This design comes from an exercise in tuning for small area on the open sky130 flow, not from production work. In this exercise RTL edits were held to simulation tests only and were not proved equivalent to the original.

==> flow/design.v <==
package snakeArenaPkg;
	typedef logic [9:0] coordT;
	typedef logic [1:0] healthT;
	typedef union packed {
		struct packed {
			logic [3:0] red;
			logic [3:0] green;
			logic [3:0] blue;
		} ch;
		logic [11:0] raw;
	} pixelColor;
	localparam int SPRITE_HALF = 12;
	localparam logic [11:0] TRANSPARENT_KEY = 12'hF0F;
	localparam int HEART_HALF = 8;
	localparam coordT HEART_ROW_Y = 10'd470;
	localparam int NUM_HEARTS = 3;
	localparam logic [29:0] HEART1_X = {10'd43, 10'd28, 10'd13};
	localparam logic [29:0] HEART2_X = {10'd627, 10'd612, 10'd597};
	localparam logic [11:0] HEART_COLOR = 12'hF00;
	localparam logic [11:0] VENOM_COLOR = 12'h000;
endpackage
`timescale 1ns/1ps
import snakeArenaPkg::*;
module spriteHitTest #(
	parameter int NUM_VENOMS = 3
) (
	input  snakeArenaPkg::coordT     drawX,
	input  snakeArenaPkg::coordT     drawY,
	input  snakeArenaPkg::coordT     snake1X,
	input  snakeArenaPkg::coordT     snake1Y,
	input  snakeArenaPkg::coordT     snake2X,
	input  snakeArenaPkg::coordT     snake2Y,
	input  logic [NUM_VENOMS*10-1:0]     venomX,
	input  logic [NUM_VENOMS*10-1:0]     venomY,
	input  logic [NUM_VENOMS*10-1:0]     venomR,
	input  logic [NUM_VENOMS-1:0] venomActive,
	input  snakeArenaPkg::pixelColor snake1Pixel,
	input  snakeArenaPkg::pixelColor snake2Pixel,
	output logic      snake1On,
	output logic      snake2On,
	output logic [NUM_VENOMS-1:0] venomOn
);
	snakeArenaPkg::coordT nx;
	snakeArenaPkg::coordT ny;
	assign nx = {~drawX[9:1], drawX[0]};
	assign ny = {~drawY[9:1], drawY[0]};
	logic s1x, s1y, s2x, s2y;
	headAxis i_s1x (.np(nx), .c(snake1X), .near(s1x));
	headAxis i_s1y (.np(ny), .c(snake1Y), .near(s1y));
	headAxis i_s2x (.np(nx), .c(snake2X), .near(s2x));
	headAxis i_s2y (.np(ny), .c(snake2Y), .near(s2y));
	assign snake1On = s1x && s1y && (snake1Pixel.raw != TRANSPARENT_KEY);
	assign snake2On = s2x && s2y && (snake2Pixel.raw != TRANSPARENT_KEY);
	for (genvar i = 0; i < NUM_VENOMS; i++) begin : gVenom
		logic hit;
		venomCircle i_circle (
			.nx(nx), .ny(ny),
			.cx(venomX[10*i +: 10]), .cy(venomY[10*i +: 10]), .r(venomR[10*i +: 10]),
			.hit(hit)
		);
		assign venomOn[i] = venomActive[i] && hit;
	end
endmodule
module xorCell (
	input  logic a,
	input  logic b,
	output logic y
);
	assign y = a ^ b;
endmodule
module ornCell (
	input  logic a,
	input  logic b,
	output logic y
);
	assign y = a | ~b;
endmodule
module headAxis (
	input  logic [9:0] np,
	input  logic [9:0] c,
	output logic       near
);
	logic [10:1] k;
	logic [9:0] d;
	logic neg;
	xorCell u_s0 (.a(c[0]), .b(np[0]), .y(d[0]));
	ornCell u_k1 (.a(c[0]), .b(np[0]), .y(k[1]));
	for (genvar i = 1; i < 10; i++) begin : gBit
		fullAdd u_fa (.a(c[i]), .b(np[i]), .c(k[i]), .s(d[i]), .co(k[i+1]));
	end
	assign neg = ~k[10];
	assign near = neg ? ((&d[9:4]) && (d[3:0] >= 4'd5)) :
		(~(|d[9:4]) && (d[3:0] <= 4'd12));
endmodule
module fullAdd (
	input  logic a,
	input  logic b,
	input  logic c,
	output logic s,
	output logic co
);
	assign s = a ^ b ^ c;
	assign co = (a & b) | (a & c) | (b & c);
endmodule
module norCell (
	input  logic a,
	input  logic b,
	output logic y
);
	assign y = ~(a | b);
endmodule
module nandCell (
	input  logic a,
	input  logic b,
	output logic y
);
	assign y = ~(a & b);
endmodule
module venomCircle (
	input  logic [9:0] nx,
	input  logic [9:0] ny,
	input  logic [9:0] cx,
	input  logic [9:0] cy,
	input  logic [9:0] r,
	output logic       hit
);
	logic [9:0] rn;
	assign rn = ~r;
	logic tx_1;
	logic kx_2;
	logic fs3;
	logic fc4;
	logic fs5;
	logic fc6;
	logic fs7;
	logic fc8;
	logic fs9;
	logic fc10;
	logic fs11;
	logic fc12;
	logic fs13;
	logic fc14;
	logic fs15;
	logic fc16;
	logic fs17;
	logic fc18;
	logic fs19;
	logic fc20;
	logic ty_21;
	logic ky_22;
	logic fs23;
	logic fc24;
	logic fs25;
	logic fc26;
	logic fs27;
	logic fc28;
	logic fs29;
	logic fc30;
	logic fs31;
	logic fc32;
	logic fs33;
	logic fc34;
	logic fs35;
	logic fc36;
	logic fs37;
	logic fc38;
	logic fs39;
	logic fc40;
	logic rp41;
	logic rp42;
	logic rp43;
	logic rp44;
	logic rp45;
	logic rp46;
	logic rp47;
	logic rp48;
	logic rp49;
	logic rp50;
	logic rp51;
	logic rp52;
	logic rp53;
	logic rp54;
	logic rp55;
	logic rp56;
	logic rp57;
	logic rp58;
	logic rp59;
	logic rp60;
	logic rp61;
	logic rp62;
	logic rp63;
	logic rp64;
	logic rp65;
	logic rp66;
	logic rp67;
	logic rp68;
	logic rp69;
	logic rp70;
	logic rp71;
	logic rp72;
	logic rp73;
	logic rp74;
	logic rp75;
	logic rp76;
	logic rp77;
	logic rp78;
	logic rp79;
	logic rp80;
	logic rp81;
	logic rp82;
	logic rp83;
	logic rp84;
	logic rp85;
	logic tnx_86;
	logic tnx_87;
	logic tnx_88;
	logic tnx_89;
	logic tnx_90;
	logic tnx_91;
	logic tnx_92;
	logic tnx_93;
	logic tnx_94;
	logic tnx_95;
	logic tp96;
	logic tp97;
	logic tp98;
	logic tp99;
	logic tp100;
	logic tp101;
	logic tp102;
	logic tp103;
	logic tp104;
	logic tp105;
	logic tp106;
	logic tp107;
	logic tp108;
	logic tp109;
	logic tp110;
	logic tp111;
	logic tp112;
	logic tp113;
	logic tp114;
	logic tp115;
	logic tp116;
	logic tp117;
	logic tp118;
	logic tp119;
	logic tp120;
	logic tp121;
	logic tp122;
	logic tp123;
	logic tp124;
	logic tp125;
	logic tp126;
	logic tp127;
	logic tp128;
	logic tp129;
	logic tp130;
	logic tp131;
	logic tp132;
	logic tp133;
	logic tp134;
	logic tp135;
	logic tp136;
	logic tp137;
	logic tp138;
	logic tp139;
	logic tp140;
	logic sp141;
	logic sp142;
	logic sp143;
	logic sp144;
	logic sp145;
	logic sp146;
	logic sp147;
	logic sp148;
	logic sp149;
	logic tny_150;
	logic tny_151;
	logic tny_152;
	logic tny_153;
	logic tny_154;
	logic tny_155;
	logic tny_156;
	logic tny_157;
	logic tny_158;
	logic tny_159;
	logic tp160;
	logic tp161;
	logic tp162;
	logic tp163;
	logic tp164;
	logic tp165;
	logic tp166;
	logic tp167;
	logic tp168;
	logic tp169;
	logic tp170;
	logic tp171;
	logic tp172;
	logic tp173;
	logic tp174;
	logic tp175;
	logic tp176;
	logic tp177;
	logic tp178;
	logic tp179;
	logic tp180;
	logic tp181;
	logic tp182;
	logic tp183;
	logic tp184;
	logic tp185;
	logic tp186;
	logic tp187;
	logic tp188;
	logic tp189;
	logic tp190;
	logic tp191;
	logic tp192;
	logic tp193;
	logic tp194;
	logic tp195;
	logic tp196;
	logic tp197;
	logic tp198;
	logic tp199;
	logic tp200;
	logic tp201;
	logic tp202;
	logic tp203;
	logic tp204;
	logic sp205;
	logic sp206;
	logic sp207;
	logic sp208;
	logic sp209;
	logic sp210;
	logic sp211;
	logic sp212;
	logic sp213;
	logic mc214;
	logic fs215;
	logic fc216;
	logic fs217;
	logic fc218;
	logic fs219;
	logic fc220;
	logic fs221;
	logic fc222;
	logic fs223;
	logic fc224;
	logic fs225;
	logic fc226;
	logic fs227;
	logic fc228;
	logic fs229;
	logic fc230;
	logic fs231;
	logic fc232;
	logic fs233;
	logic fc234;
	logic fs235;
	logic fc236;
	logic fs237;
	logic fc238;
	logic fs239;
	logic fc240;
	logic fs241;
	logic fc242;
	logic fs243;
	logic fc244;
	logic fs245;
	logic fc246;
	logic fs247;
	logic fc248;
	logic fs249;
	logic fc250;
	logic fs251;
	logic fc252;
	logic fs253;
	logic fc254;
	logic fs255;
	logic fc256;
	logic fs257;
	logic fc258;
	logic fs259;
	logic fc260;
	logic fs261;
	logic fc262;
	logic fs263;
	logic fc264;
	logic fs265;
	logic fc266;
	logic fs267;
	logic fc268;
	logic fs269;
	logic fc270;
	logic fs271;
	logic fc272;
	logic fs273;
	logic fc274;
	logic fs275;
	logic fc276;
	logic fs277;
	logic fc278;
	logic fs279;
	logic fc280;
	logic fs281;
	logic fc282;
	logic fs283;
	logic fc284;
	logic fs285;
	logic fc286;
	logic fs287;
	logic fc288;
	logic fs289;
	logic fc290;
	logic fs291;
	logic fc292;
	logic fs293;
	logic fc294;
	logic fs295;
	logic fc296;
	logic fs297;
	logic fc298;
	logic fs299;
	logic fc300;
	logic fs301;
	logic fc302;
	logic fs303;
	logic fc304;
	logic fs305;
	logic fc306;
	logic fs307;
	logic fc308;
	logic fs309;
	logic fc310;
	logic fs311;
	logic fc312;
	logic fs313;
	logic fc314;
	logic fs315;
	logic fc316;
	logic fs317;
	logic fc318;
	logic fs319;
	logic fc320;
	logic fs321;
	logic fc322;
	logic fs323;
	logic fc324;
	logic fs325;
	logic fc326;
	logic fs327;
	logic fc328;
	logic fs329;
	logic fc330;
	logic fs331;
	logic fc332;
	logic fs333;
	logic fc334;
	logic fs335;
	logic fc336;
	logic fs337;
	logic fc338;
	logic fs339;
	logic fc340;
	logic fs341;
	logic fc342;
	logic fs343;
	logic fc344;
	logic fs345;
	logic fc346;
	logic fs347;
	logic fc348;
	logic fs349;
	logic fc350;
	logic fs351;
	logic fc352;
	logic fs353;
	logic fc354;
	logic fs355;
	logic fc356;
	logic fs357;
	logic fc358;
	logic fs359;
	logic fc360;
	logic fs361;
	logic fc362;
	logic fs363;
	logic fc364;
	logic fs365;
	logic fc366;
	logic fs367;
	logic fc368;
	logic fs369;
	logic fc370;
	logic fs371;
	logic fc372;
	logic fs373;
	logic fc374;
	logic fs375;
	logic fc376;
	logic fs377;
	logic fc378;
	logic fs379;
	logic fc380;
	logic fs381;
	logic fc382;
	logic fs383;
	logic fc384;
	logic fs385;
	logic fc386;
	logic fs387;
	logic fc388;
	logic fs389;
	logic fc390;
	logic fs391;
	logic fc392;
	logic mc393;
	logic fs394;
	logic fc395;
	logic fs396;
	logic fc397;
	logic fs398;
	logic fc399;
	logic fs400;
	logic fc401;
	logic fs402;
	logic fc403;
	logic fs404;
	logic fc405;
	logic fs406;
	logic fc407;
	logic fs408;
	logic fc409;
	logic fs410;
	logic fc411;
	logic fs412;
	logic fc413;
	logic fs414;
	logic fc415;
	logic fs416;
	logic fc417;
	logic fs418;
	logic fc419;
	logic fs420;
	logic fc421;
	logic fs422;
	logic fc423;
	logic ac424;
	logic fs425;
	logic fc426;
	logic fs427;
	logic fc428;
	logic fs429;
	logic fc430;
	logic fs431;
	logic fc432;
	logic fs433;
	logic fc434;
	logic fs435;
	logic fc436;
	logic fs437;
	logic fc438;
	logic fs439;
	logic fc440;
	logic fs441;
	logic fc442;
	logic fs443;
	logic fc444;
	logic fs445;
	logic fc446;
	logic fs447;
	logic fc448;
	logic mc449;
	logic fs450;
	logic fc451;
	logic fs452;
	logic fc453;
	logic fs454;
	logic fc455;
	logic fs456;
	logic fc457;
	logic fs458;
	logic fc459;
	logic fs460;
	logic fc461;
	logic fs462;
	logic fc463;
	logic fs464;
	logic fc465;
	logic fs466;
	logic fc467;
	logic fs468;
	logic fc469;
	logic fs470;
	logic fc471;
	logic fs472;
	logic fc473;
	logic mc474;
	logic fs475;
	logic fc476;
	logic fs477;
	logic fc478;
	logic fs479;
	logic fc480;
	logic fs481;
	logic fc482;
	logic fs483;
	logic fc484;
	logic fs485;
	logic fc486;
	logic fs487;
	logic fc488;
	logic fs489;
	logic fc490;
	logic fs491;
	logic fc492;
	logic mc493;
	logic fs494;
	logic fc495;
	logic fs496;
	logic fc497;
	logic fs498;
	logic fc499;
	logic fs500;
	logic fc501;
	logic fs502;
	logic fc503;
	logic fs504;
	logic fc505;
	logic fs506;
	logic fc507;
	logic fs508;
	logic fc509;
	logic fs510;
	logic fc511;
	logic mc512;
	logic fs513;
	logic fc514;
	logic fs515;
	logic fc516;
	logic fs517;
	logic fc518;
	logic fs519;
	logic fc520;
	logic fs521;
	logic fc522;
	logic fs523;
	logic fc524;
	logic mc525;
	logic fs526;
	logic fc527;
	logic fs528;
	logic fc529;
	logic fs530;
	logic fc531;
	logic fs532;
	logic fc533;
	logic fs534;
	logic fc535;
	logic fs536;
	logic fc537;
	logic mc538;
	logic fs539;
	logic fc540;
	logic fs541;
	logic fc542;
	logic fs543;
	logic fc544;
	logic mc545;
	logic fs546;
	logic fc547;
	logic fs548;
	logic fc549;
	logic ac550;
	logic s551;
	xorCell u2s (.a(cx[0]), .b(nx[0]), .y(tx_1));
	ornCell u2k (.a(cx[0]), .b(nx[0]), .y(kx_2));
	fullAdd u4 (.a(cx[1]), .b(nx[1]), .c(kx_2), .s(fs3), .co(fc4));
	fullAdd u6 (.a(cx[2]), .b(nx[2]), .c(fc4), .s(fs5), .co(fc6));
	fullAdd u8 (.a(cx[3]), .b(nx[3]), .c(fc6), .s(fs7), .co(fc8));
	fullAdd u10 (.a(cx[4]), .b(nx[4]), .c(fc8), .s(fs9), .co(fc10));
	fullAdd u12 (.a(cx[5]), .b(nx[5]), .c(fc10), .s(fs11), .co(fc12));
	fullAdd u14 (.a(cx[6]), .b(nx[6]), .c(fc12), .s(fs13), .co(fc14));
	fullAdd u16 (.a(cx[7]), .b(nx[7]), .c(fc14), .s(fs15), .co(fc16));
	fullAdd u18 (.a(cx[8]), .b(nx[8]), .c(fc16), .s(fs17), .co(fc18));
	fullAdd u20 (.a(cx[9]), .b(nx[9]), .c(fc18), .s(fs19), .co(fc20));
	xorCell u22s (.a(cy[0]), .b(ny[0]), .y(ty_21));
	ornCell u22k (.a(cy[0]), .b(ny[0]), .y(ky_22));
	fullAdd u24 (.a(cy[1]), .b(ny[1]), .c(ky_22), .s(fs23), .co(fc24));
	fullAdd u26 (.a(cy[2]), .b(ny[2]), .c(fc24), .s(fs25), .co(fc26));
	fullAdd u28 (.a(cy[3]), .b(ny[3]), .c(fc26), .s(fs27), .co(fc28));
	fullAdd u30 (.a(cy[4]), .b(ny[4]), .c(fc28), .s(fs29), .co(fc30));
	fullAdd u32 (.a(cy[5]), .b(ny[5]), .c(fc30), .s(fs31), .co(fc32));
	fullAdd u34 (.a(cy[6]), .b(ny[6]), .c(fc32), .s(fs33), .co(fc34));
	fullAdd u36 (.a(cy[7]), .b(ny[7]), .c(fc34), .s(fs35), .co(fc36));
	fullAdd u38 (.a(cy[8]), .b(ny[8]), .c(fc36), .s(fs37), .co(fc38));
	fullAdd u40 (.a(cy[9]), .b(ny[9]), .c(fc38), .s(fs39), .co(fc40));
	norCell u41 (.a(rn[0]), .b(rn[1]), .y(rp41));
	norCell u42 (.a(rn[0]), .b(rn[2]), .y(rp42));
	norCell u43 (.a(rn[0]), .b(rn[3]), .y(rp43));
	norCell u44 (.a(rn[0]), .b(rn[4]), .y(rp44));
	norCell u45 (.a(rn[0]), .b(rn[5]), .y(rp45));
	norCell u46 (.a(rn[0]), .b(rn[6]), .y(rp46));
	norCell u47 (.a(rn[0]), .b(rn[7]), .y(rp47));
	norCell u48 (.a(rn[0]), .b(rn[8]), .y(rp48));
	norCell u49 (.a(rn[0]), .b(rn[9]), .y(rp49));
	norCell u50 (.a(rn[1]), .b(rn[2]), .y(rp50));
	norCell u51 (.a(rn[1]), .b(rn[3]), .y(rp51));
	norCell u52 (.a(rn[1]), .b(rn[4]), .y(rp52));
	norCell u53 (.a(rn[1]), .b(rn[5]), .y(rp53));
	norCell u54 (.a(rn[1]), .b(rn[6]), .y(rp54));
	norCell u55 (.a(rn[1]), .b(rn[7]), .y(rp55));
	norCell u56 (.a(rn[1]), .b(rn[8]), .y(rp56));
	norCell u57 (.a(rn[1]), .b(rn[9]), .y(rp57));
	norCell u58 (.a(rn[2]), .b(rn[3]), .y(rp58));
	norCell u59 (.a(rn[2]), .b(rn[4]), .y(rp59));
	norCell u60 (.a(rn[2]), .b(rn[5]), .y(rp60));
	norCell u61 (.a(rn[2]), .b(rn[6]), .y(rp61));
	norCell u62 (.a(rn[2]), .b(rn[7]), .y(rp62));
	norCell u63 (.a(rn[2]), .b(rn[8]), .y(rp63));
	norCell u64 (.a(rn[2]), .b(rn[9]), .y(rp64));
	norCell u65 (.a(rn[3]), .b(rn[4]), .y(rp65));
	norCell u66 (.a(rn[3]), .b(rn[5]), .y(rp66));
	norCell u67 (.a(rn[3]), .b(rn[6]), .y(rp67));
	norCell u68 (.a(rn[3]), .b(rn[7]), .y(rp68));
	norCell u69 (.a(rn[3]), .b(rn[8]), .y(rp69));
	norCell u70 (.a(rn[3]), .b(rn[9]), .y(rp70));
	norCell u71 (.a(rn[4]), .b(rn[5]), .y(rp71));
	norCell u72 (.a(rn[4]), .b(rn[6]), .y(rp72));
	norCell u73 (.a(rn[4]), .b(rn[7]), .y(rp73));
	norCell u74 (.a(rn[4]), .b(rn[8]), .y(rp74));
	norCell u75 (.a(rn[4]), .b(rn[9]), .y(rp75));
	norCell u76 (.a(rn[5]), .b(rn[6]), .y(rp76));
	norCell u77 (.a(rn[5]), .b(rn[7]), .y(rp77));
	norCell u78 (.a(rn[5]), .b(rn[8]), .y(rp78));
	norCell u79 (.a(rn[5]), .b(rn[9]), .y(rp79));
	norCell u80 (.a(rn[6]), .b(rn[7]), .y(rp80));
	norCell u81 (.a(rn[6]), .b(rn[8]), .y(rp81));
	norCell u82 (.a(rn[6]), .b(rn[9]), .y(rp82));
	norCell u83 (.a(rn[7]), .b(rn[8]), .y(rp83));
	norCell u84 (.a(rn[7]), .b(rn[9]), .y(rp84));
	norCell u85 (.a(rn[8]), .b(rn[9]), .y(rp85));
	assign tnx_86 = ~tx_1;
	assign tnx_87 = ~fs3;
	assign tnx_88 = ~fs5;
	assign tnx_89 = ~fs7;
	assign tnx_90 = ~fs9;
	assign tnx_91 = ~fs11;
	assign tnx_92 = ~fs13;
	assign tnx_93 = ~fs15;
	assign tnx_94 = ~fs17;
	assign tnx_95 = ~fs19;
	nandCell u96 (.a(tx_1), .b(fs3), .y(tp96));
	nandCell u97 (.a(tx_1), .b(fs5), .y(tp97));
	nandCell u98 (.a(tx_1), .b(fs7), .y(tp98));
	nandCell u99 (.a(tx_1), .b(fs9), .y(tp99));
	nandCell u100 (.a(tx_1), .b(fs11), .y(tp100));
	nandCell u101 (.a(tx_1), .b(fs13), .y(tp101));
	nandCell u102 (.a(tx_1), .b(fs15), .y(tp102));
	nandCell u103 (.a(tx_1), .b(fs17), .y(tp103));
	nandCell u104 (.a(tx_1), .b(fs19), .y(tp104));
	nandCell u105 (.a(fs3), .b(fs5), .y(tp105));
	nandCell u106 (.a(fs3), .b(fs7), .y(tp106));
	nandCell u107 (.a(fs3), .b(fs9), .y(tp107));
	nandCell u108 (.a(fs3), .b(fs11), .y(tp108));
	nandCell u109 (.a(fs3), .b(fs13), .y(tp109));
	nandCell u110 (.a(fs3), .b(fs15), .y(tp110));
	nandCell u111 (.a(fs3), .b(fs17), .y(tp111));
	nandCell u112 (.a(fs3), .b(fs19), .y(tp112));
	nandCell u113 (.a(fs5), .b(fs7), .y(tp113));
	nandCell u114 (.a(fs5), .b(fs9), .y(tp114));
	nandCell u115 (.a(fs5), .b(fs11), .y(tp115));
	nandCell u116 (.a(fs5), .b(fs13), .y(tp116));
	nandCell u117 (.a(fs5), .b(fs15), .y(tp117));
	nandCell u118 (.a(fs5), .b(fs17), .y(tp118));
	nandCell u119 (.a(fs5), .b(fs19), .y(tp119));
	nandCell u120 (.a(fs7), .b(fs9), .y(tp120));
	nandCell u121 (.a(fs7), .b(fs11), .y(tp121));
	nandCell u122 (.a(fs7), .b(fs13), .y(tp122));
	nandCell u123 (.a(fs7), .b(fs15), .y(tp123));
	nandCell u124 (.a(fs7), .b(fs17), .y(tp124));
	nandCell u125 (.a(fs7), .b(fs19), .y(tp125));
	nandCell u126 (.a(fs9), .b(fs11), .y(tp126));
	nandCell u127 (.a(fs9), .b(fs13), .y(tp127));
	nandCell u128 (.a(fs9), .b(fs15), .y(tp128));
	nandCell u129 (.a(fs9), .b(fs17), .y(tp129));
	nandCell u130 (.a(fs9), .b(fs19), .y(tp130));
	nandCell u131 (.a(fs11), .b(fs13), .y(tp131));
	nandCell u132 (.a(fs11), .b(fs15), .y(tp132));
	nandCell u133 (.a(fs11), .b(fs17), .y(tp133));
	nandCell u134 (.a(fs11), .b(fs19), .y(tp134));
	nandCell u135 (.a(fs13), .b(fs15), .y(tp135));
	nandCell u136 (.a(fs13), .b(fs17), .y(tp136));
	nandCell u137 (.a(fs13), .b(fs19), .y(tp137));
	nandCell u138 (.a(fs15), .b(fs17), .y(tp138));
	nandCell u139 (.a(fs15), .b(fs19), .y(tp139));
	nandCell u140 (.a(fs17), .b(fs19), .y(tp140));
	norCell u141 (.a(fc20), .b(tnx_86), .y(sp141));
	norCell u142 (.a(fc20), .b(tnx_87), .y(sp142));
	norCell u143 (.a(fc20), .b(tnx_88), .y(sp143));
	norCell u144 (.a(fc20), .b(tnx_89), .y(sp144));
	norCell u145 (.a(fc20), .b(tnx_90), .y(sp145));
	norCell u146 (.a(fc20), .b(tnx_91), .y(sp146));
	norCell u147 (.a(fc20), .b(tnx_92), .y(sp147));
	norCell u148 (.a(fc20), .b(tnx_93), .y(sp148));
	norCell u149 (.a(fc20), .b(tnx_94), .y(sp149));
	assign tny_150 = ~ty_21;
	assign tny_151 = ~fs23;
	assign tny_152 = ~fs25;
	assign tny_153 = ~fs27;
	assign tny_154 = ~fs29;
	assign tny_155 = ~fs31;
	assign tny_156 = ~fs33;
	assign tny_157 = ~fs35;
	assign tny_158 = ~fs37;
	assign tny_159 = ~fs39;
	nandCell u160 (.a(ty_21), .b(fs23), .y(tp160));
	nandCell u161 (.a(ty_21), .b(fs25), .y(tp161));
	nandCell u162 (.a(ty_21), .b(fs27), .y(tp162));
	nandCell u163 (.a(ty_21), .b(fs29), .y(tp163));
	nandCell u164 (.a(ty_21), .b(fs31), .y(tp164));
	nandCell u165 (.a(ty_21), .b(fs33), .y(tp165));
	nandCell u166 (.a(ty_21), .b(fs35), .y(tp166));
	nandCell u167 (.a(ty_21), .b(fs37), .y(tp167));
	nandCell u168 (.a(ty_21), .b(fs39), .y(tp168));
	nandCell u169 (.a(fs23), .b(fs25), .y(tp169));
	nandCell u170 (.a(fs23), .b(fs27), .y(tp170));
	nandCell u171 (.a(fs23), .b(fs29), .y(tp171));
	nandCell u172 (.a(fs23), .b(fs31), .y(tp172));
	nandCell u173 (.a(fs23), .b(fs33), .y(tp173));
	nandCell u174 (.a(fs23), .b(fs35), .y(tp174));
	nandCell u175 (.a(fs23), .b(fs37), .y(tp175));
	nandCell u176 (.a(fs23), .b(fs39), .y(tp176));
	nandCell u177 (.a(fs25), .b(fs27), .y(tp177));
	nandCell u178 (.a(fs25), .b(fs29), .y(tp178));
	nandCell u179 (.a(fs25), .b(fs31), .y(tp179));
	nandCell u180 (.a(fs25), .b(fs33), .y(tp180));
	nandCell u181 (.a(fs25), .b(fs35), .y(tp181));
	nandCell u182 (.a(fs25), .b(fs37), .y(tp182));
	nandCell u183 (.a(fs25), .b(fs39), .y(tp183));
	nandCell u184 (.a(fs27), .b(fs29), .y(tp184));
	nandCell u185 (.a(fs27), .b(fs31), .y(tp185));
	nandCell u186 (.a(fs27), .b(fs33), .y(tp186));
	nandCell u187 (.a(fs27), .b(fs35), .y(tp187));
	nandCell u188 (.a(fs27), .b(fs37), .y(tp188));
	nandCell u189 (.a(fs27), .b(fs39), .y(tp189));
	nandCell u190 (.a(fs29), .b(fs31), .y(tp190));
	nandCell u191 (.a(fs29), .b(fs33), .y(tp191));
	nandCell u192 (.a(fs29), .b(fs35), .y(tp192));
	nandCell u193 (.a(fs29), .b(fs37), .y(tp193));
	nandCell u194 (.a(fs29), .b(fs39), .y(tp194));
	nandCell u195 (.a(fs31), .b(fs33), .y(tp195));
	nandCell u196 (.a(fs31), .b(fs35), .y(tp196));
	nandCell u197 (.a(fs31), .b(fs37), .y(tp197));
	nandCell u198 (.a(fs31), .b(fs39), .y(tp198));
	nandCell u199 (.a(fs33), .b(fs35), .y(tp199));
	nandCell u200 (.a(fs33), .b(fs37), .y(tp200));
	nandCell u201 (.a(fs33), .b(fs39), .y(tp201));
	nandCell u202 (.a(fs35), .b(fs37), .y(tp202));
	nandCell u203 (.a(fs35), .b(fs39), .y(tp203));
	nandCell u204 (.a(fs37), .b(fs39), .y(tp204));
	norCell u205 (.a(fc40), .b(tny_150), .y(sp205));
	norCell u206 (.a(fc40), .b(tny_151), .y(sp206));
	norCell u207 (.a(fc40), .b(tny_152), .y(sp207));
	norCell u208 (.a(fc40), .b(tny_153), .y(sp208));
	norCell u209 (.a(fc40), .b(tny_154), .y(sp209));
	norCell u210 (.a(fc40), .b(tny_155), .y(sp210));
	norCell u211 (.a(fc40), .b(tny_156), .y(sp211));
	norCell u212 (.a(fc40), .b(tny_157), .y(sp212));
	norCell u213 (.a(fc40), .b(tny_158), .y(sp213));
	assign mc214 = (r[0] & tnx_86) | (r[0] & tny_150) | (tnx_86 & tny_150);
	fullAdd u216 (.a(r[1]), .b(rp41), .c(mc214), .s(fs215), .co(fc216));
	fullAdd u218 (.a(tnx_87), .b(tny_151), .c(tp96), .s(fs217), .co(fc218));
	fullAdd u220 (.a(tp160), .b(fs215), .c(fs217), .s(fs219), .co(fc220));
	fullAdd u222 (.a(rp42), .b(fc216), .c(tp97), .s(fs221), .co(fc222));
	fullAdd u224 (.a(tp161), .b(fc218), .c(fc220), .s(fs223), .co(fc224));
	fullAdd u226 (.a(fs219), .b(fs221), .c(fs223), .s(fs225), .co(fc226));
	fullAdd u228 (.a(r[2]), .b(rp43), .c(rp50), .s(fs227), .co(fc228));
	fullAdd u230 (.a(fs227), .b(tnx_88), .c(tny_152), .s(fs229), .co(fc230));
	fullAdd u232 (.a(tp105), .b(tp169), .c(fs229), .s(fs231), .co(fc232));
	fullAdd u234 (.a(tp98), .b(tp162), .c(fc222), .s(fs233), .co(fc234));
	fullAdd u236 (.a(fs231), .b(fc224), .c(fs233), .s(fs235), .co(fc236));
	fullAdd u238 (.a(fc226), .b(fs225), .c(fs235), .s(fs237), .co(fc238));
	fullAdd u240 (.a(rp44), .b(rp51), .c(fc228), .s(fs239), .co(fc240));
	fullAdd u242 (.a(fs239), .b(fc230), .c(tp106), .s(fs241), .co(fc242));
	fullAdd u244 (.a(tp170), .b(fc232), .c(tp99), .s(fs243), .co(fc244));
	fullAdd u246 (.a(tp163), .b(fc234), .c(fs241), .s(fs245), .co(fc246));
	fullAdd u248 (.a(fc236), .b(fs243), .c(fs245), .s(fs247), .co(fc248));
	fullAdd u250 (.a(fc238), .b(fs237), .c(fs247), .s(fs249), .co(fc250));
	fullAdd u252 (.a(r[3]), .b(rp45), .c(rp52), .s(fs251), .co(fc252));
	fullAdd u254 (.a(rp58), .b(fs251), .c(fc240), .s(fs253), .co(fc254));
	fullAdd u256 (.a(fs253), .b(tnx_89), .c(tny_153), .s(fs255), .co(fc256));
	fullAdd u258 (.a(tp113), .b(tp177), .c(fs255), .s(fs257), .co(fc258));
	fullAdd u260 (.a(tp107), .b(tp171), .c(fc242), .s(fs259), .co(fc260));
	fullAdd u262 (.a(fs257), .b(tp100), .c(tp164), .s(fs261), .co(fc262));
	fullAdd u264 (.a(fc244), .b(fc246), .c(fs259), .s(fs263), .co(fc264));
	fullAdd u266 (.a(fc248), .b(fs261), .c(fs263), .s(fs265), .co(fc266));
	fullAdd u268 (.a(fc250), .b(fs249), .c(fs265), .s(fs267), .co(fc268));
	fullAdd u270 (.a(rp46), .b(rp53), .c(rp59), .s(fs269), .co(fc270));
	fullAdd u272 (.a(fc252), .b(fs269), .c(fc254), .s(fs271), .co(fc272));
	fullAdd u274 (.a(fs271), .b(fc256), .c(tp114), .s(fs273), .co(fc274));
	fullAdd u276 (.a(tp178), .b(fc258), .c(tp108), .s(fs275), .co(fc276));
	fullAdd u278 (.a(tp172), .b(fc260), .c(fs273), .s(fs277), .co(fc278));
	fullAdd u280 (.a(tp101), .b(tp165), .c(fc262), .s(fs279), .co(fc280));
	fullAdd u282 (.a(fc264), .b(fs275), .c(fs277), .s(fs281), .co(fc282));
	fullAdd u284 (.a(fc266), .b(fs279), .c(fs281), .s(fs283), .co(fc284));
	fullAdd u286 (.a(fc268), .b(fs267), .c(fs283), .s(fs285), .co(fc286));
	fullAdd u288 (.a(r[4]), .b(rp47), .c(rp54), .s(fs287), .co(fc288));
	fullAdd u290 (.a(rp60), .b(rp65), .c(fc270), .s(fs289), .co(fc290));
	fullAdd u292 (.a(fs287), .b(fs289), .c(fc272), .s(fs291), .co(fc292));
	fullAdd u294 (.a(tnx_90), .b(tny_154), .c(tp120), .s(fs293), .co(fc294));
	fullAdd u296 (.a(tp184), .b(fs291), .c(tp115), .s(fs295), .co(fc296));
	fullAdd u298 (.a(tp179), .b(fc274), .c(fs293), .s(fs297), .co(fc298));
	fullAdd u300 (.a(tp109), .b(tp173), .c(fc276), .s(fs299), .co(fc300));
	fullAdd u302 (.a(fc278), .b(fs295), .c(fs297), .s(fs301), .co(fc302));
	fullAdd u304 (.a(tp102), .b(tp166), .c(fc280), .s(fs303), .co(fc304));
	fullAdd u306 (.a(fc282), .b(fs299), .c(fs301), .s(fs305), .co(fc306));
	fullAdd u308 (.a(fc284), .b(fs303), .c(fs305), .s(fs307), .co(fc308));
	fullAdd u310 (.a(fc286), .b(fs285), .c(fs307), .s(fs309), .co(fc310));
	fullAdd u312 (.a(rp48), .b(rp55), .c(rp61), .s(fs311), .co(fc312));
	fullAdd u314 (.a(rp66), .b(fc288), .c(fs311), .s(fs313), .co(fc314));
	fullAdd u316 (.a(fc290), .b(fs313), .c(fc292), .s(fs315), .co(fc316));
	fullAdd u318 (.a(tp121), .b(tp185), .c(fc294), .s(fs317), .co(fc318));
	fullAdd u320 (.a(fs315), .b(tp116), .c(tp180), .s(fs319), .co(fc320));
	fullAdd u322 (.a(fc296), .b(fc298), .c(fs317), .s(fs321), .co(fc322));
	fullAdd u324 (.a(tp110), .b(tp174), .c(fc300), .s(fs323), .co(fc324));
	fullAdd u326 (.a(fc302), .b(fs319), .c(fs321), .s(fs325), .co(fc326));
	fullAdd u328 (.a(tp103), .b(tp167), .c(fc304), .s(fs327), .co(fc328));
	fullAdd u330 (.a(fc306), .b(fs323), .c(fs325), .s(fs329), .co(fc330));
	fullAdd u332 (.a(fc308), .b(fs327), .c(fs329), .s(fs331), .co(fc332));
	fullAdd u334 (.a(fc310), .b(fs309), .c(fs331), .s(fs333), .co(fc334));
	fullAdd u336 (.a(r[5]), .b(rp49), .c(rp56), .s(fs335), .co(fc336));
	fullAdd u338 (.a(rp62), .b(rp67), .c(rp71), .s(fs337), .co(fc338));
	fullAdd u340 (.a(fc312), .b(fs335), .c(fs337), .s(fs339), .co(fc340));
	fullAdd u342 (.a(fc314), .b(fs339), .c(tnx_91), .s(fs341), .co(fc342));
	fullAdd u344 (.a(tny_155), .b(tp126), .c(tp190), .s(fs343), .co(fc344));
	fullAdd u346 (.a(fc316), .b(fs341), .c(tp122), .s(fs345), .co(fc346));
	fullAdd u348 (.a(tp186), .b(fc318), .c(fs343), .s(fs347), .co(fc348));
	fullAdd u350 (.a(tp117), .b(tp181), .c(fc320), .s(fs349), .co(fc350));
	fullAdd u352 (.a(fc322), .b(fs345), .c(fs347), .s(fs351), .co(fc352));
	fullAdd u354 (.a(tp111), .b(tp175), .c(fc324), .s(fs353), .co(fc354));
	fullAdd u356 (.a(fc326), .b(fs349), .c(fs351), .s(fs355), .co(fc356));
	fullAdd u358 (.a(tp104), .b(tp168), .c(fc328), .s(fs357), .co(fc358));
	fullAdd u360 (.a(fc330), .b(fs353), .c(fs355), .s(fs359), .co(fc360));
	fullAdd u362 (.a(fc332), .b(fs357), .c(fs359), .s(fs361), .co(fc362));
	fullAdd u364 (.a(fc334), .b(fs333), .c(fs361), .s(fs363), .co(fc364));
	fullAdd u366 (.a(rp57), .b(rp63), .c(rp68), .s(fs365), .co(fc366));
	fullAdd u368 (.a(rp72), .b(fc336), .c(fc338), .s(fs367), .co(fc368));
	fullAdd u370 (.a(fs365), .b(fc340), .c(fs367), .s(fs369), .co(fc370));
	fullAdd u372 (.a(fs369), .b(fc342), .c(tp127), .s(fs371), .co(fc372));
	fullAdd u374 (.a(tp191), .b(fc344), .c(tp123), .s(fs373), .co(fc374));
	fullAdd u376 (.a(tp187), .b(fc346), .c(fc348), .s(fs375), .co(fc376));
	fullAdd u378 (.a(fs371), .b(tp118), .c(tp182), .s(fs377), .co(fc378));
	fullAdd u380 (.a(fc350), .b(fc352), .c(fs373), .s(fs379), .co(fc380));
	fullAdd u382 (.a(fs375), .b(tp112), .c(sp141), .s(fs381), .co(fc382));
	fullAdd u384 (.a(tp176), .b(sp205), .c(fc354), .s(fs383), .co(fc384));
	fullAdd u386 (.a(fc356), .b(fs377), .c(fs379), .s(fs385), .co(fc386));
	fullAdd u388 (.a(fc358), .b(fc360), .c(fs381), .s(fs387), .co(fc388));
	fullAdd u390 (.a(fs383), .b(fs385), .c(fc362), .s(fs389), .co(fc390));
	fullAdd u392 (.a(fs387), .b(fc364), .c(fs363), .s(fs391), .co(fc392));
	assign mc393 = fs389 | fs391;
	fullAdd u395 (.a(r[6]), .b(rp64), .c(rp69), .s(fs394), .co(fc395));
	fullAdd u397 (.a(rp73), .b(rp76), .c(fc366), .s(fs396), .co(fc397));
	fullAdd u399 (.a(fs394), .b(fc368), .c(fs396), .s(fs398), .co(fc399));
	fullAdd u401 (.a(fc370), .b(fs398), .c(tnx_92), .s(fs400), .co(fc401));
	fullAdd u403 (.a(tny_156), .b(tp131), .c(tp195), .s(fs402), .co(fc403));
	fullAdd u405 (.a(fs400), .b(tp128), .c(tp192), .s(fs404), .co(fc405));
	fullAdd u407 (.a(fc372), .b(fs402), .c(tp124), .s(fs406), .co(fc407));
	fullAdd u409 (.a(tp188), .b(fc374), .c(fc376), .s(fs408), .co(fc409));
	fullAdd u411 (.a(fs404), .b(tp119), .c(sp142), .s(fs410), .co(fc411));
	fullAdd u413 (.a(tp183), .b(sp206), .c(fc378), .s(fs412), .co(fc413));
	fullAdd u415 (.a(fc380), .b(fs406), .c(fs408), .s(fs414), .co(fc415));
	fullAdd u417 (.a(fc382), .b(fc384), .c(fc386), .s(fs416), .co(fc417));
	fullAdd u419 (.a(fs410), .b(fs412), .c(fs414), .s(fs418), .co(fc419));
	fullAdd u421 (.a(fc388), .b(fs416), .c(fs418), .s(fs420), .co(fc421));
	fullAdd u423 (.a(fc390), .b(fs420), .c(fc392), .s(fs422), .co(fc423));
	assign ac424 = mc393 & fs422;
	fullAdd u426 (.a(rp70), .b(rp74), .c(rp77), .s(fs425), .co(fc426));
	fullAdd u428 (.a(fc395), .b(fs425), .c(fc397), .s(fs427), .co(fc428));
	fullAdd u430 (.a(fc399), .b(fs427), .c(fc401), .s(fs429), .co(fc430));
	fullAdd u432 (.a(tp132), .b(tp196), .c(fc403), .s(fs431), .co(fc432));
	fullAdd u434 (.a(fs429), .b(tp129), .c(tp193), .s(fs433), .co(fc434));
	fullAdd u436 (.a(fc405), .b(fs431), .c(tp125), .s(fs435), .co(fc436));
	fullAdd u438 (.a(sp143), .b(tp189), .c(sp207), .s(fs437), .co(fc438));
	fullAdd u440 (.a(fc407), .b(fc409), .c(fs433), .s(fs439), .co(fc440));
	fullAdd u442 (.a(fc411), .b(fc413), .c(fc415), .s(fs441), .co(fc442));
	fullAdd u444 (.a(fs435), .b(fs437), .c(fs439), .s(fs443), .co(fc444));
	fullAdd u446 (.a(fc417), .b(fc419), .c(fs441), .s(fs445), .co(fc446));
	fullAdd u448 (.a(fs443), .b(fc421), .c(fs445), .s(fs447), .co(fc448));
	assign mc449 = (fs447 & fc423) | (fs447 & ac424) | (fc423 & ac424);
	fullAdd u451 (.a(r[7]), .b(rp75), .c(rp78), .s(fs450), .co(fc451));
	fullAdd u453 (.a(rp80), .b(fc426), .c(fs450), .s(fs452), .co(fc453));
	fullAdd u455 (.a(fs452), .b(fc428), .c(tnx_93), .s(fs454), .co(fc455));
	fullAdd u457 (.a(tny_157), .b(tp135), .c(tp199), .s(fs456), .co(fc457));
	fullAdd u459 (.a(fc430), .b(fs454), .c(tp133), .s(fs458), .co(fc459));
	fullAdd u461 (.a(tp197), .b(fc432), .c(fs456), .s(fs460), .co(fc461));
	fullAdd u463 (.a(tp130), .b(sp144), .c(tp194), .s(fs462), .co(fc463));
	fullAdd u465 (.a(sp208), .b(fc434), .c(fs458), .s(fs464), .co(fc465));
	fullAdd u467 (.a(fs460), .b(fc436), .c(fc438), .s(fs466), .co(fc467));
	fullAdd u469 (.a(fc440), .b(fs462), .c(fs464), .s(fs468), .co(fc469));
	fullAdd u471 (.a(fc442), .b(fc444), .c(fs466), .s(fs470), .co(fc471));
	fullAdd u473 (.a(fs468), .b(fc446), .c(fs470), .s(fs472), .co(fc473));
	assign mc474 = (fc448 & fs472) | (fc448 & mc449) | (fs472 & mc449);
	fullAdd u476 (.a(rp79), .b(rp81), .c(fc451), .s(fs475), .co(fc476));
	fullAdd u478 (.a(fc453), .b(fs475), .c(fc455), .s(fs477), .co(fc478));
	fullAdd u480 (.a(tp136), .b(tp200), .c(fc457), .s(fs479), .co(fc480));
	fullAdd u482 (.a(fs477), .b(tp134), .c(sp145), .s(fs481), .co(fc482));
	fullAdd u484 (.a(tp198), .b(sp209), .c(fc459), .s(fs483), .co(fc484));
	fullAdd u486 (.a(fc461), .b(fs479), .c(fc463), .s(fs485), .co(fc486));
	fullAdd u488 (.a(fc465), .b(fs481), .c(fs483), .s(fs487), .co(fc488));
	fullAdd u490 (.a(fc467), .b(fc469), .c(fs485), .s(fs489), .co(fc490));
	fullAdd u492 (.a(fs487), .b(fc471), .c(fs489), .s(fs491), .co(fc492));
	assign mc493 = (fc473 & fs491) | (fc473 & mc474) | (fs491 & mc474);
	fullAdd u495 (.a(r[8]), .b(rp82), .c(rp83), .s(fs494), .co(fc495));
	fullAdd u497 (.a(fs494), .b(fc476), .c(tnx_94), .s(fs496), .co(fc497));
	fullAdd u499 (.a(tny_158), .b(tp138), .c(tp202), .s(fs498), .co(fc499));
	fullAdd u501 (.a(fc478), .b(fs496), .c(tp137), .s(fs500), .co(fc501));
	fullAdd u503 (.a(sp146), .b(tp201), .c(sp210), .s(fs502), .co(fc503));
	fullAdd u505 (.a(fc480), .b(fs498), .c(fc482), .s(fs504), .co(fc505));
	fullAdd u507 (.a(fc484), .b(fs500), .c(fs502), .s(fs506), .co(fc507));
	fullAdd u509 (.a(fc486), .b(fc488), .c(fs504), .s(fs508), .co(fc509));
	fullAdd u511 (.a(fs506), .b(fc490), .c(fs508), .s(fs510), .co(fc511));
	assign mc512 = (fc492 & fs510) | (fc492 & mc493) | (fs510 & mc493);
	fullAdd u514 (.a(rp84), .b(fc495), .c(fc497), .s(fs513), .co(fc514));
	fullAdd u516 (.a(tp139), .b(sp147), .c(tp203), .s(fs515), .co(fc516));
	fullAdd u518 (.a(sp211), .b(fc499), .c(fs513), .s(fs517), .co(fc518));
	fullAdd u520 (.a(fc501), .b(fc503), .c(fs515), .s(fs519), .co(fc520));
	fullAdd u522 (.a(fs517), .b(fc505), .c(fc507), .s(fs521), .co(fc522));
	fullAdd u524 (.a(fs519), .b(fc509), .c(fs521), .s(fs523), .co(fc524));
	assign mc525 = (fc511 & fs523) | (fc511 & mc512) | (fs523 & mc512);
	fullAdd u527 (.a(r[9]), .b(rp85), .c(tnx_95), .s(fs526), .co(fc527));
	fullAdd u529 (.a(tny_159), .b(tp140), .c(sp148), .s(fs528), .co(fc529));
	fullAdd u531 (.a(tp204), .b(sp212), .c(fc514), .s(fs530), .co(fc531));
	fullAdd u533 (.a(fs526), .b(fc516), .c(fs528), .s(fs532), .co(fc533));
	fullAdd u535 (.a(fc518), .b(fs530), .c(fc520), .s(fs534), .co(fc535));
	fullAdd u537 (.a(fs532), .b(fc522), .c(fs534), .s(fs536), .co(fc537));
	assign mc538 = (fc524 & fs536) | (fc524 & mc525) | (fs536 & mc525);
	fullAdd u540 (.a(sp149), .b(sp213), .c(fc527), .s(fs539), .co(fc540));
	fullAdd u542 (.a(fc529), .b(fc531), .c(fs539), .s(fs541), .co(fc542));
	fullAdd u544 (.a(fc533), .b(fs541), .c(fc535), .s(fs543), .co(fc544));
	assign mc545 = (fc537 & fs543) | (fc537 & mc538) | (fs543 & mc538);
	fullAdd u547 (.a(~((~fc20 & ~fs19))), .b(~((~fc40 & ~fs39))), .c(fc540), .s(fs546), .co(fc547));
	fullAdd u549 (.a(fc542), .b(fs546), .c(fc544), .s(fs548), .co(fc549));
	assign ac550 = fs548 & mc545;
	assign s551 = 1'b1 ^ fc547 ^ fc549 ^ ac550;
	assign hit = s551;
endmodule
`timescale 1ns/1ps
import snakeArenaPkg::*;
module healthTracker #(
	parameter int MAX_HEALTH = 3
) (
	input  snakeArenaPkg::coordT  drawX,
	input  snakeArenaPkg::coordT  drawY,
	input  logic   snake2On,
	input  logic   venomOn,
	input  logic   hitLatch,
	input  snakeArenaPkg::healthT snake2Health,
	input  logic   snake1Won,
	output logic   hitLatchNext,
	output snakeArenaPkg::healthT snake2HealthNext,
	output logic   snake1WonNext
);
	logic frameStart;
	logic lose;
	assign frameStart = ~(|drawX) & ~(|drawY);
	assign hitLatchNext = (snake2On & venomOn) | (hitLatch & ~frameStart);
	assign lose = frameStart & hitLatch & (snake2Health[1] | snake2Health[0]);
	assign snake2HealthNext[0] = snake2Health[0] ^ lose;
	assign snake2HealthNext[1] = snake2Health[1] ^ (lose & ~snake2Health[0]);
	assign snake1WonNext = snake1Won | (lose & snake2Health[0] & ~snake2Health[1]);
endmodule
`timescale 1ns/1ps
import snakeArenaPkg::*;
module heartOverlay #(
	parameter int MAX_HEALTH = 3
) (
	input  snakeArenaPkg::coordT  drawX,
	input  snakeArenaPkg::coordT  drawY,
	input  snakeArenaPkg::healthT snake2Health,
	output logic   heartOn
);
	logic rowOn;
	logic p1On;
	logic p2On;
	logic [5:0] xl;
	assign rowOn = (drawY[9:5] == 5'b01110) && (drawY[4:0] >= 5'd14) && (drawY[4:0] != 5'd31);
	assign xl = drawX[5:0];
	assign p1On = (drawX[9:6] == 4'd0) && (xl >= 6'd5) && (xl <= 6'd51);
	assign p2On = (drawX[9:6] == 4'd9) && (xl <= 6'd59) && (
		(snake2Health == 2'd3) ? (xl >= 6'd13) :
		(snake2Health == 2'd2) ? (xl >= 6'd28) :
		(snake2Health == 2'd1) ? (xl >= 6'd43) : 1'b0);
	assign heartOn = rowOn && (p1On || p2On);
endmodule
`timescale 1ns/1ps
import snakeArenaPkg::*;
module pixelCompositor (
	input  logic       blank,
	input  snakeArenaPkg::pixelColor  bgPixel,
	input  snakeArenaPkg::pixelColor  snake1Pixel,
	input  snakeArenaPkg::pixelColor  snake2Pixel,
	input  logic       snake1On,
	input  logic       snake2On,
	input  logic       venomOn,
	input  logic       heartOn,
	output snakeArenaPkg::pixelColor  nextPix
);
	logic use1, use2, useBg;
	logic passN;
	logic heartN;
	logic [11:0] selN;
	assign use1 = snake1On;
	assign use2 = ~snake1On & snake2On;
	assign useBg = ~snake1On & ~snake2On;
	assign passN = ~blank | heartOn | venomOn;
	assign heartN = ~(blank & heartOn);
	for (genvar b = 0; b < 12; b++) begin : gBit
		pixSel i_sel (
			.e1(use1), .e2(use2), .e3(useBg),
			.a(snake1Pixel.raw[b]), .b(snake2Pixel.raw[b]), .c(bgPixel.raw[b]),
			.yN(selN[b])
		);
		if (HEART_COLOR[b]) begin : gRed
			pixGate #(.FORCE(1'b1)) i_gate (.selN(selN[b]), .passN(passN), .heartN(heartN), .y(nextPix.raw[b]));
		end else begin : gOther
			pixGate #(.FORCE(1'b0)) i_gate (.selN(selN[b]), .passN(passN), .heartN(heartN), .y(nextPix.raw[b]));
		end
	end
endmodule
module pixSel (
	input  logic e1,
	input  logic e2,
	input  logic e3,
	input  logic a,
	input  logic b,
	input  logic c,
	output logic yN
);
	assign yN = ~((e1 & a) | (e2 & b) | (e3 & c));
endmodule
module pixGate #(
	parameter logic FORCE = 1'b0
) (
	input  logic selN,
	input  logic passN,
	input  logic heartN,
	output logic y
);
	if (FORCE) begin : gForce
		assign y = ~((selN | passN) & heartN);
	end else begin : gPass
		assign y = ~(selN | passN);
	end
endmodule
`timescale 1ns/1ps
import snakeArenaPkg::*;
module snakeArenaTop #(
	parameter int NUM_VENOMS = 3,
	parameter int MAX_HEALTH = 3
) (
	input  logic       vga_clk,
	input  logic       rstN,
	input  snakeArenaPkg::coordT      drawX,
	input  snakeArenaPkg::coordT      drawY,
	input  logic       blank,
	input  snakeArenaPkg::coordT      snake1X,
	input  snakeArenaPkg::coordT      snake1Y,
	input  snakeArenaPkg::coordT      snake2X,
	input  snakeArenaPkg::coordT      snake2Y,
	input  logic [NUM_VENOMS*10-1:0]      venomX,
	input  logic [NUM_VENOMS*10-1:0]      venomY,
	input  logic [NUM_VENOMS*10-1:0]      venomR,
	input  logic [NUM_VENOMS-1:0] venomActive,
	input  snakeArenaPkg::pixelColor  bgPixel,
	input  snakeArenaPkg::pixelColor  snake1Pixel,
	input  snakeArenaPkg::pixelColor  snake2Pixel,
	output logic [3:0] red,
	output logic [3:0] green,
	output logic [3:0] blue,
	output snakeArenaPkg::healthT     snake2Health,
	output logic       snake1Won
);
	logic snake1On;
	logic snake2On;
	logic [NUM_VENOMS-1:0] venomOn;
	logic heartOn;
	spriteHitTest #(
		.NUM_VENOMS(NUM_VENOMS)
	) i_spriteHitTest (
		.drawX(drawX), .drawY(drawY),
		.snake1X(snake1X), .snake1Y(snake1Y),
		.snake2X(snake2X), .snake2Y(snake2Y),
		.venomX(venomX), .venomY(venomY), .venomR(venomR),
		.venomActive(venomActive),
		.snake1Pixel(snake1Pixel), .snake2Pixel(snake2Pixel),
		.snake1On(snake1On), .snake2On(snake2On), .venomOn(venomOn)
	);
	logic anyVenom;
	assign anyVenom = |venomOn;
	logic hitLatch;
	logic hitLatchNext;
	snakeArenaPkg::healthT snake2HealthNext;
	logic snake1WonNext;
	healthTracker #(
		.MAX_HEALTH(MAX_HEALTH)
	) i_healthTracker (
		.drawX(drawX), .drawY(drawY),
		.snake2On(snake2On), .venomOn(anyVenom),
		.hitLatch(hitLatch), .snake2Health(snake2Health), .snake1Won(snake1Won),
		.hitLatchNext(hitLatchNext), .snake2HealthNext(snake2HealthNext),
		.snake1WonNext(snake1WonNext)
	);
	always_ff @(posedge vga_clk or negedge rstN) begin
		if (!rstN) begin
			hitLatch <= 1'b0;
			snake2Health <= snakeArenaPkg::healthT'(MAX_HEALTH);
			snake1Won <= 1'b0;
		end else begin
			hitLatch <= hitLatchNext;
			snake2Health <= snake2HealthNext;
			snake1Won <= snake1WonNext;
		end
	end
	heartOverlay #(
		.MAX_HEALTH(MAX_HEALTH)
	) i_heartOverlay (
		.drawX(drawX), .drawY(drawY),
		.snake2Health(snake2Health), .heartOn(heartOn)
	);
	snakeArenaPkg::pixelColor nextPix;
	snakeArenaPkg::pixelColor outPix;
	pixelCompositor i_pixelCompositor (
		.blank(blank),
		.bgPixel(bgPixel), .snake1Pixel(snake1Pixel), .snake2Pixel(snake2Pixel),
		.snake1On(snake1On), .snake2On(snake2On), .venomOn(anyVenom), .heartOn(heartOn),
		.nextPix(nextPix)
	);
	always_ff @(posedge vga_clk or negedge rstN) begin
		if (!rstN) begin
			outPix.raw <= '0;
		end else begin
			outPix <= nextPix;
		end
	end
	assign red = outPix.ch.red;
	assign green = outPix.ch.green;
	assign blue = outPix.ch.blue;
endmodule
==> flow/flow/run.sh <==
#!/bin/bash
# The standard layout, with each port buffered by the smallest buffer
# (buf_1) instead of the one buffer_ports picks by default.
set -euo pipefail
export BUFFER_PORTS_ARGS="-buffer_cell sky130_fd_sc_hd__buf_1"
bash standard.sh > standard.log 2>&1
==> flow/standard.sh <==
#!/bin/bash
# synth_recipe.tcl (not shown) runs the flow's synth.tcl, then flattens the netlist and writes it again
# the make line also repeats each setting of config.mk as NAME=value (left out here)
make -C /OpenROAD-flow-scripts/flow DESIGN_CONFIG=/design/flow/config.mk WORK_HOME=/design/flow/orfs CLKGATE_MAP_FILE= SYNTH_SCRIPT=/design/flow/synth_recipe.tcl "${@:-finish}"
==> flow/config.mk <==
export PLATFORM = sky130hd
export DESIGN_NAME = snakeArenaTop
export DESIGN_NICKNAME = snakeArenaTop
export VERILOG_FILES = /design/flow/design.v
export SDC_FILE = /design/flow/constraint.sdc
export NUM_CORES = 4
export LEC_CHECK = 0
export CAP_MARGIN = 20
export CORE_MARGIN = 2
export CORE_UTILIZATION = 40
export CTS_BUF_LIST = sky130_fd_sc_hd__clkbuf_4
export GPL_TIMING_DRIVEN = 0
export SLEW_MARGIN = 20
export SYNTH_HIERARCHICAL = 1
==> flow/constraint.sdc <==
create_clock -name core_clock -period 14.0 [get_ports {vga_clk}]
set_input_delay 2.8000 -clock core_clock [delete_from_list [all_inputs] [get_ports {vga_clk}]]
set_output_delay 2.8000 -clock core_clock [all_outputs]
set_load 0.01 [all_outputs]
==> qor.yml, run 1 <==
outcome: "finished clean"
r2r_setup_slack_ps: 12080
path_clk_slew_ps: 100
die_area_sq_um: 40640
min_path_cells: 1
port_buffers: 206
whs_endpoint: "snake1Won$_DFF_PN0_"
nets: 2362
post-cts-setup-buffers: 0
synthToLayoutAreaGrowth_pct: 9.294
gp_congestion: 0.8542
htree_levels: 1
grt_util_all_layers: 0.2339
post-route-period-util: 0.9447
synth_top_area_cell: "fa_1"
critical-path-max-stage-delay_ps: 760
drc: 0
cp.required_ps: 14210
tritoncts: "done"
wl_per_cell_um: 21.09
clk_latency_ps: 290
fin_util: 0.4427
synthArstFlopShare: 1.000
rows: 72
r2r-end: "outPix[9]$_DFF_PN0_"
die_x_um: 201.6
antenna_found_initial: 4
netlist_area_sq_um: 15620
ios: 207
synth_top_area_frac: 0.7422
netlist_top_cells_area: "fa_1 (74%), nand2_1 (6.8%), nor2_1 (5.1%), inv_1 (2.7%), dfrtp_1 (2.2%)"
coreArea_sq_um: 38560
final_cells: 2107
cts_sinks: 16
syn_inst: 1378
ant_nets: 0
grt_max_degree: 17
cpMaxStageDelayCell: "xor2_1"
firstDrtPassIters: 7
startpoint_type: "input pin"
syn_avg_cell_area_sq_um: 11.33
relSlewSlack: 0.2760
vias: 11243
reg2reg_depth: 6
avgViaCountPerCell: 5.336
end_kind: "register"
fin_skew_ps: 4.998
timing.critical_path.mode_cell: "fa_1"
synth_edf_count: 0
finalSetupTns_ps: 0
synth_nets: 2151
min_path_type: "reg -> reg"
ys_top_cells_by_count: "fa_1 (579), nand2_1 (282), nor2_1 (211)"
ys_seq_area_frac: 0.02580
fmax_mhz: 75.61
yosysWarnings: 7
critical_path_class: "in -> reg"
dpl.hpwl_um: 38890
rsz0062_at_grt: "no"
cts_buffer_depth: 2
grt-ovfl-total: 0
synth_cell_types: 50
start_util: 0.4050
min-delay-start: "snake1Won$_DFF_PN0_"
cts_resized: 0
cp_max_fo: 12
fin_crit_ps: 13230
routed_wl_um: 44430
yosysMostFrequentCell: "fa_1"
slew_viol_final: 0
numCtsBuffers: 3
setup_violations: 0
dpl_cell_area_sq_um: 17040
synthFlopType: "dfrtp_1"
arrival_ps: 13440
grt_pass1_wl_um: 72130
drt_iter0_markers: 514
synth_seq_cells: 16
cap_viol_max_count: 0
tightest_slew_ps: 1084
grt_pass1_vias: 13163
hold_violations: 0
cts_root_buffer: "clkbuf_4"
r2r_start: "snake2Health[0]$_DFF_PN1_"
die_h_um: 201.6
cts_hold_buf: 0
drive_above_1_share: 0.01763
placed_cells: 2102
finalInstanceArea_sq_um: 17070
## modules after synthesis (local to each module, per instance), a selection
| module | flops+latches | cells | cell area (sq um) | times used |
|---|---|---|---|---|
| fullAdd | 0 | 1 | 20.02 | 579 |
| headAxis | 0 | 8 | 62.56 | 4 |
| nandCell | 0 | 1 | 3.754 | 270 |
| norCell | 0 | 1 | 3.754 | 189 |
| ornCell | 0 | 1 | 6.256 | 10 |
| pixSel | 0 | 1 | 10.01 | 12 |
| snakeArenaTop | 16 | 17 | 409.1 | 1 |
| venomCircle | 0 | 57 | 285.3 | 3 |
## final cells by class
class / count / area, sq um
fill: 3854 / 21490
clock buffer: 3 / 22.52
multi-input combinational: 1250 / 14790
timing repair buffer: 206 / 774.5
tap: 518 / 648.1
inverter: 112 / 420.4
antenna: 1 / 2.502
clock inverter: 1 / 3.754
sequential: 16 / 402.9
## critical path, delay by kind of cell
kind | cells | cell delay (ps)
buffers and inverters | 2 | 890
xor gates and xnor gates | 1 | 760
adders and majority gates | 15 | 7000
AOI/OAI and AO/OA | 4 | 810
and+or+nand+nor | 3 | 1180
## flip-flops by register name (all words and copies together) (netlist names)
signal,cells
snake2Health,2
hitLatch,1
snake1Won,1
outPix,12
## worst max path at each step
stage                     startpoint                   end  slack [ps]  depth (start not counted)
after floorplan             drawX[1]  outPix[10]$_DFF_PN0_        2280                         24
after global placement      drawX[0]   outPix[8]$_DFF_PN0_         250                         25
after detailed placement    drawY[0]   outPix[9]$_DFF_PN0_         520                         25
after CTS                   drawY[0]   outPix[9]$_DFF_PN0_         790                         25
after global routing        drawY[0]   outPix[9]$_DFF_PN0_         380                         25
final                       drawY[0]   outPix[9]$_DFF_PN0_         770                         25
## kinds of logic after synthesis
family	Yosys count	synth area share
fa+ha+maj	587	0.7479
xor+xnor	14	0.007852
simple gates	562	0.1500
flops	16	0.02580
buf+inv	112	0.02692
mux	1	0.0006410
compound gates	86	0.04086
## metal layers
layer	share of wire	wire length, um	vias up	global-route usage
met1	0.40	17720	6102	0.3105
met3	0.057	2542	60	0.03320
met2	0.52	22960	375	0.4095
li1	-	-	4700	-
met4	0.026	1177	6	0.05226
met5	0.00079	35	-	0
## cells in the final DEF, fill, tap and decap left out, types with 3 or more instances in the layout
master	n
nand2_1	282
o21a_1	8
a221oi_1	3
nand4b_1	4
a21oi_1	9
clkbuf_4	3
o22ai_1	3
nor3_1	3
o21ai_0	15
or2_2	9
maj3_1	3
a21o_1	3
nand2b_1	11
nand4_1	5
nand3_1	6
a211oi_1	3
a22oi_1	3
o2111ai_1	3
o21ai_1	4
o211ai_1	4
nor4_1	3
a2111o_1	3
dfrtp_1	14
and2_1	3
buf_1	205
inv_1	112
o21ai_2	4
and4b_2	4
a222oi_1	12
fa_1	579
or4b_1	4
nor2_1	211
a211o_1	4
xor2_1	14
maj3_2	3
or3_1	5
## stage by stage
stage	worst slack (ps)	hold slack, ps
after floorplan	2279	493.2
after global placement	249.6	449.0
after detailed placement	521.3	443.9
after CTS	792.1	468.3
after global routing	380.4	478.3
final	774.6	461.2
==> run 2: changes to the inputs <==
--- a/flow/config.mk
+++ b/flow/config.mk
@@ -11,2 +11,3 @@
 export CTS_BUF_LIST = sky130_fd_sc_hd__clkbuf_4
+export CTS_CLUSTER_SIZE = 20
 export GPL_TIMING_DRIVEN = 0
==> qor.yml, run 2 <==
routed_wl_um: 44430  # unchanged
synth_cell_types: 50  # unchanged
grt_pass1_vias: 13163  # unchanged
startpoint_type: "input pin"
finalSetupTns_ps: 0  # unchanged
synth_seq_cells: 16  # unchanged
synthFlopType: "dfrtp_1"
cp.required_ps: 14210  # about the same
crit_start: "drawY[0]"
arrival_ps: 13440  # about the same
antenna_found_initial: 4  # unchanged
hold_violations: 0  # unchanged
final_common_cell: "fa_1"
numCtsBuffers: 3  # unchanged
netlist_area_sq_um: 15620  # unchanged
grt_util_all_layers: 0.2339  # unchanged
ys_seq_area_frac: 0.02580  # unchanged
placed_cells: 2102  # unchanged
critical_path_class: "in -> reg"
rows: 72  # unchanged
gp_congestion: 0.8542  # unchanged
end_kind: "register"
crit_cells: 25  # unchanged
fin_skew_ps: 4.998  # unchanged
rsz0062_at_grt: "no"
nFillCells: 3854  # unchanged
grt-ovfl-total: 0  # unchanged
tightest_slew_ps: 1084  # unchanged
drive_above_1_share: 0.01763  # unchanged
most-common-layout-cells: "fa_1 (579), nand2_1 (282), nor2_1 (211), buf_1 (205), inv_1 (112)"
r2r_setup_slack_ps: 12080  # about the same
drt_iter0_markers: 514  # unchanged
firstDrtPassIters: 7  # unchanged
setup_ws_ps: 774.6  # unchanged
yosysMostFrequentCell: "fa_1"
nets: 2362  # unchanged
cp_max_fo: 12  # unchanged
synth_top_area_frac: 0.7422  # unchanged
cts_resized: 0  # unchanged
post-cts-setup-buffers: 0  # unchanged
grt_pass1_wl_um: 72130  # unchanged
die_x_um: 201.6  # unchanged
synth_top_area_cell: "fa_1"
outcome: "finished clean"
fmax_mhz: 75.61  # unchanged
wl_per_cell_um: 21.09  # unchanged
syn_inst: 1378  # unchanged
start_util: 0.4050  # unchanged
cts_buffer_depth: 2  # unchanged
post-route-period-util: 0.9447  # unchanged
ys_top_cells_by_count: "fa_1 (579), nand2_1 (282), nor2_1 (211)"
r2r-end: "outPix[9]$_DFF_PN0_"
port_buffers: 206  # unchanged
dp_slack_ps: 521.3  # unchanged
largest_registers: "outPix x12, snake2Health x2"
die_area_sq_um: 40640  # unchanged
timing.critical_path.mode_cell: "fa_1"
setup_violations: 0  # unchanged
largest-register: "outPix"
grt_max_degree: 17  # unchanged
slew_viol_final: 0  # unchanged
yosysWarnings: 7  # unchanged
min_path_type: "reg -> reg"
synthArstFlopShare: 1.000  # unchanged
crit_end: "outPix[9]$_DFF_PN0_"
syn_avg_cell_area_sq_um: 11.33  # unchanged
reg2reg_depth: 6  # unchanged
cts_sinks: 16  # unchanged
r2r_start: "snake2Health[0]$_DFF_PN1_"
drc: 0  # unchanged
vias: 11243  # unchanged
htree_levels: 1  # unchanged
cts_root_buffer: "clkbuf_4"
cap_viol_max_count: 0  # unchanged
die_h_um: 201.6  # unchanged
avgViaCountPerCell: 5.336  # unchanged
critical-path-max-stage-delay_ps: 760  # about the same
largest_reg_flops: 12  # unchanged
path_clk_slew_ps: 100  # about the same
fin_util: 0.4427  # unchanged
synth_nets: 2151  # unchanged
tritoncts: "done"
cp_top_family: "adder cells"
dpl.hpwl_um: 38890  # unchanged
cts_hold_buf: 0  # unchanged
clk_latency_ps: 290  # about the same
fin_crit_ps: 13230  # unchanged
cp.buffers_inverters: 2  # unchanged
ant_nets: 0  # unchanged
ios: 207  # unchanged
cpMaxStageDelayCell: "xor2_1"
synthToLayoutAreaGrowth_pct: 9.294  # unchanged
netlist_top_cells_area: "fa_1 (74%), nand2_1 (6.8%), nor2_1 (5.1%), inv_1 (2.7%), dfrtp_1 (2.2%)"
final_cells: 2107  # unchanged
synth_edf_count: 0  # unchanged
relSlewSlack: 0.2760  # unchanged
coreArea_sq_um: 38560  # unchanged
min_path_cells: 1  # unchanged
## run 2: per-layer routing
metal | vias up | part of all wire | GRT usage
met5 | - | 0.00079 | 0
met4 | 6 | 0.026 | 0.05226
met3 | 60 | 0.057 | 0.03320
met2 | 375 | 0.52 | 0.4095
met1 | 6102 | 0.40 | 0.3105
li1 | 4700 | - | -
## run 2: worst min path at each step
stage	endpoint	start	slack (ps)
floorplan	snake1Won$_DFF_PN0_	snake1Won$_DFF_PN0_	490
global placement	snake1Won$_DFF_PN0_	snake1Won$_DFF_PN0_	450
detailed placement	snake1Won$_DFF_PN0_	snake1Won$_DFF_PN0_	440
CTS	snake1Won$_DFF_PN0_	snake1Won$_DFF_PN0_	470
global route	snake1Won$_DFF_PN0_	snake1Won$_DFF_PN0_	480
finish	snake1Won$_DFF_PN0_	snake1Won$_DFF_PN0_	460
## run 2: stage by stage
| stage | hold WS (ps) | area, sq um |
|---|---|---|
| after floorplan | 493.2 | 15620 |
| after global placement | 449.0 | 17040 |
| after detailed placement | 443.9 | 17040 |
| after CTS | 468.3 | 17070 |
| after global routing | 478.3 | 17070 |
| final | 461.2 | 17070 |
## run 2: cells by family after synthesis
kind of cell,after synthesis,synth area share
flip-flops,16,0.02580
AO/OA/AOI/OAI,86,0.04086
XOR/XNOR,14,0.007852
adder cells (fa/ha/maj),587,0.7479
multiplexers,1,0.0006410
AND/OR/NAND/NOR,562,0.1500
buffers and inverters,112,0.02692
## run 2: area by class of cell
cell class	instances	area, sq um	area share
Antenna cell	1	2.502	0.0001466
Tap cell	518	648.1	0.03797
Clock inverter	1	3.754	0.0002199
Clock buffer	3	22.52	0.001320
Inverter	112	420.4	0.02463
Sequential cell	16	402.9	0.02361
Timing Repair Buffer	206	774.5	0.04538
Multi-Input combinational cell	1250	14790	0.8667
## run 2: worst reg2reg max path: cells and delay by family, from the launching register on
family             cells  cell delay [ps]
and+or+nand+nor        4              840
DFF                    1              600
AOI/OAI and AO/OA      2              370
## run 2: modules after synthesis (local to each module, per instance), a selection
module	area [sq um]	cells inside	flip-flops and latches
snakeArenaTop	409.1	17	16
xorCell	8.758	1	0
pixelCompositor	22.52	4	0
norCell	3.754	1	0
ornCell	6.256	1	0
headAxis	62.56	8	0
venomCircle	285.3	57	0
fullAdd	20.02	1	0
nandCell	3.754	1	0
pixSel	10.01	1	0

afterwards: timing with drivers on the ports:
No port has a modelled driver above. Below, the same layouts with a new extraction and two added sets of constraints.
Step 1 assumes that a clkbuf_16 drives the clock port and a buf_2 every other input.
Step 2 also shifts input and output timing later by t, the mid clock arrival at the registers, as if the neighbouring blocks saw the same clock.
Three values: ideal ports, drivers, drivers and shift; two values: the first two.
run | t (ns) | slack for setup (ns) | clock arrival spread, ns | worst data-port slew with drivers (ns)
run 1 | 0.310 | 0.775 / 0.767 / 0.457 | 0.006 / 0.006 | 0.09
run 2 | 0.310 | 0.775 / 0.767 / 0.457 | 0.006 / 0.006 | 0.09
After both steps setup and hold are still met in every run listed.
